From an optimization exercise on the open Yosys and OpenROAD flow, aimed at small area; shortcuts taken in it are not production practice. In this exercise RTL edits were held to simulation tests only and were not proved equivalent to the original. Power and IR drop assume default switching activity. The flow treats the clock pin as an ideal source, which a real chip does not have.

exp/maple:
Design msi_ordering_bridge, start of the top module:
module msi_ordering_bridge (
  input  logic        clk
 ,input  logic        rst
 ,input  logic        msi_valid
 ,input  logic [4:0]  msi_vec
 ,input  logic [31:0] msi_data
 ,input  logic [3:0]  msi_be
 ,output logic        msi_ready
 ,output logic        gic_valid
 ,output logic [4:0]  gic_vec
 ,output logic [31:0] gic_data
 ,input  logic        gic_ready
 ,output logic        flush_valid
 ,output logic [35:0] flush_addr
 ,input  logic        flush_ready
 ,input  logic        in_aw_valid
 ,input  logic [3:0]  in_aw_id
 ,input  logic [35:0] in_aw_addr
 ,input  logic [7:0]  in_aw_len
 ,input  logic [2:0]  in_aw_prot
 ,output logic        in_aw_ready
 ,output logic        out_aw_valid
 ,output logic [3:0]  out_aw_id
 ,output logic [35:0] out_aw_addr
 ,output logic [7:0]  out_aw_len
 ,output logic [2:0]  out_aw_prot
 ,input  logic        out_aw_ready
 ,input  logic        out_b_valid
 ,input  logic [3:0]  out_b_id
 ,input  logic [1:0]  out_b_resp
 ,output logic        out_b_ready
 ,output logic        in_b_valid
 ,output logic [3:0]  in_b_id
 ,output logic [1:0]  in_b_resp
 ,input  logic        in_b_ready
 ,input  logic [35:0] csr_flush_base
);
  logic [15:0]       wp, op, fp;
  logic              wp_w, op_w, fp_w;
  logic              boot;    
  ...
For scale: ~1,300 flip-flops.
==> flow/config.mk <==
export PLATFORM = sky130hd
export DESIGN_NAME = msi_ordering_bridge
export DESIGN_NICKNAME = msi_ordering_bridge
export VERILOG_FILES = /design/flow/design.v
export SDC_FILE = /design/flow/constraint.sdc
export NUM_CORES = 4
export LEC_CHECK = 0
export CAP_MARGIN = 5
export CORE_MARGIN = 2
export CORE_UTILIZATION = 75
export GPL_TIMING_DRIVEN = 0
export SLEW_MARGIN = 5
==> flow/constraint.sdc <==
create_clock -name core_clock -period 7.0 [get_ports {clk}]
set_input_delay 1.4000 -clock core_clock [delete_from_list [all_inputs] [get_ports {clk}]]
set_output_delay 1.4000 -clock core_clock [all_outputs]
set_load 0.01 [all_outputs]
standard.sh (not shown) runs the stock make flow with config.mk's settings and CLKGATE_MAP_FILE= SYNTH_SCRIPT=/design/flow/synth_recipe.tcl, a recipe that flattens the netlist after the stock synthesis.
==> flow/flow/run.sh <==
#!/bin/bash
# The standard layout (the standard.sh, ORFS on sky130hd), with three
# changes passed to its make:
#  - ports are buffered with buf_1 instead of the default buffer cell
#  - clock tree: clkbuf_16 only, sinks clustered up to 28 per buffer,
#    no dummy loads
set -uo pipefail
bash standard.sh \
  BUFFER_PORTS_ARGS="-buffer_cell sky130_fd_sc_hd__buf_1" \
  CTS_ARGS="-sink_clustering_enable -repair_clock_nets -dont_use_dummy_load -buf_list sky130_fd_sc_hd__clkbuf_16 -sink_clustering_size 28 -sink_clustering_max_diameter 100" \
  finish > standard.log 2>&1
st=$?
cp -r orfs/logs/sky130hd/msi_ordering_bridge/base ./orfs_logs 2>/dev/null || true
exit $st
exp/maple reached the end of the flow, and the finished layout is clean on the timing, design-rule and antenna checks.
Changes in exp/umber relative to exp/maple:
- changing CORE_UTILIZATION from 75 to 65
- changing SLEW_MARGIN from 5 to 20
- changing CAP_MARGIN from 5 to 20
- removing GPL_TIMING_DRIVEN (formerly 0)
==> flow/flow/run.sh <==
#!/bin/bash
# The standard layout (the standard.sh, ORFS on sky130hd), with three
# changes passed to its make:
#  - ports are buffered with buf_1 instead of the default buffer cell
#  - clock tree: clkbuf_16 only, sinks clustered up to 24 per buffer,
#    no dummy loads
set -uo pipefail
bash standard.sh \
  BUFFER_PORTS_ARGS="-buffer_cell sky130_fd_sc_hd__buf_1" \
  CTS_ARGS="-sink_clustering_enable -repair_clock_nets -dont_use_dummy_load -buf_list sky130_fd_sc_hd__clkbuf_16 -sink_clustering_size 24 -sink_clustering_max_diameter 100" \
  finish > standard.log 2>&1
st=$?
cp -r orfs/logs/sky130hd/msi_ordering_bridge/base ./orfs_logs 2>/dev/null || true
exit $st
### Flow results
- In the reports for exp/maple and exp/umber, the larger part of the total power dissipated in combinational logic belongs to exp/maple.
- Both conditions hold for exp/maple: the flow ran to the end and the final layout passed the timing, design-rule and antenna checks.
- exp/umber: full flow OK, the timing, design-rule and antenna checks passed
- Changes observed in exp/umber relative to exp/maple: clock power shows an increase of 5.7%, proportion of layout cells with a drive suffix above 1 +1.2 points, maximum vdd ir drop lost about 9%.
- The minimum period implied by the final worst setup slack in exp/umber sits 0.26 ns below the value recorded for exp/maple.
- Compared with exp/maple, cell-internal power in exp/umber increased slightly.
--- input diff exp/umber..exp/quartz ---
- CORE_UTILIZATION changed from 65 to 75
- SLEW_MARGIN changed from 20 to 0
- CAP_MARGIN changed from 20 to 0
- PLACE_DENSITY newly set to 0.88
==> flow/flow/run.sh <==
#!/bin/bash
# The standard layout (the standard.sh, ORFS on sky130hd), with three
# changes passed to its make:
#  - ports are buffered with buf_1 instead of the default buffer cell
#  - clock tree: clkbuf_16 only, sinks clustered up to 31 per buffer,
#    no dummy loads
set -uo pipefail
bash standard.sh \
  BUFFER_PORTS_ARGS="-buffer_cell sky130_fd_sc_hd__buf_1" \
  CTS_ARGS="-sink_clustering_enable -repair_clock_nets -dont_use_dummy_load -buf_list sky130_fd_sc_hd__clkbuf_16 -sink_clustering_size 31 -sink_clustering_max_diameter 100" \
  finish > standard.log 2>&1
st=$?
cp -r orfs/logs/sky130hd/msi_ordering_bridge/base ./orfs_logs 2>/dev/null || true
exit $st
[summary]
- Taking exp/umber as the reference, in exp/quartz clock share of power went down; half-perimeter wire length after detailed placement went up; area enclosed by the die boundary went down; number of nets at the end of the flow went down; worst clock skew went down.
- Summary of the comparison: met3 usage is higher in exp/quartz, relative to exp/umber.
- exp/quartz: flow completed, timing, DRC and antenna clean
- exp/umber: PASS, flow complete, no timing, DRC or antenna violations
- The lower wire length the detailed router placed on met1 came out of exp/quartz.
- Compared with exp/umber, exp/quartz shows a lower peak clock frequency supported by timing.
- Sequential cell count: exp/umber vs exp/quartz identical
- Cmp exp/quartz vs exp/umber: areal power density over the cells lower in exp/quartz
### exp/quartz -> exp/garnet
- CTS_CLUSTER_SIZE newly set to 24
- CTS_CLUSTER_DIAMETER newly set to 100
- CTS_BUF_LIST newly set to sky130_fd_sc_hd__clkbuf_16
- CORE_UTILIZATION changed from 75 to 65
- PLACE_DENSITY removed (was 0.88)
- SLEW_MARGIN changed from 0 to 20
- CAP_MARGIN changed from 0 to 20
==> flow/run.sh (new file) <==
#!/bin/bash
# synth_recipe.tcl (not shown) runs the flow's synth.tcl, then flattens the netlist and writes it again
# the make line also repeats each setting of config.mk as NAME=value (left out here)
make -C /OpenROAD-flow-scripts/flow DESIGN_CONFIG=/design/flow/config.mk WORK_HOME=/design/flow/orfs CLKGATE_MAP_FILE= SYNTH_SCRIPT=/design/flow/synth_recipe.tcl finish
removed: flow/flow/run.sh
removed: flow/standard.sh
--- outcome ---
Relative to exp/quartz, total power of the final layout has gone up in exp/garnet.
The slew of the pin with the lowest slew margin in exp/garnet sits 0.0036 ns above the value recorded for exp/quartz.
Compared exp/garnet vs exp/quartz, and relative contribution of the clock network to total power is up in exp/garnet.
exp/garnet ended with more count of filler cells inserted in the layout than exp/quartz.

[afterwards: timing with drivers on the ports]
The flow's constraints put no driver on any port. The routed layouts listed below were extracted and timed again, unchanged, in two steps.
Step 1 assumes that a clkbuf_16 drives the clock port and a buf_2 every other input.
Step 2 moves the port delays by t, midway between the first and last clock arrival at a register: inputs arrive t later, outputs are due t later. That takes back most of the time a late clock gives input paths.
Slacks: ideal / step 1 / step 2; pairs: ideal / step 1.
run | t, ns | setup slack, ns | worst setup path after step 2 | worst slew at a driven data input, ns | pins driven straight from the clock port
exp/maple | 0.709 | 1.029 / 0.998 / 0.814 | input to register | 0.11 | 1
exp/umber | 0.734 | 1.288 / 1.265 / 0.990 | input to register | 0.13 | 1
exp/quartz | 0.695 | 1.061 / 1.040 / 0.896 | input to register | 0.08 | 1
exp/garnet | 0.738 | 0.937 / 0.917 / 0.917 | input to output | 0.14 | 1
After both steps every run listed still meets setup and hold. The setup slack of exp/umber, which loses most, moves by -0.023 ns with the drivers and by -0.298 ns with both steps.
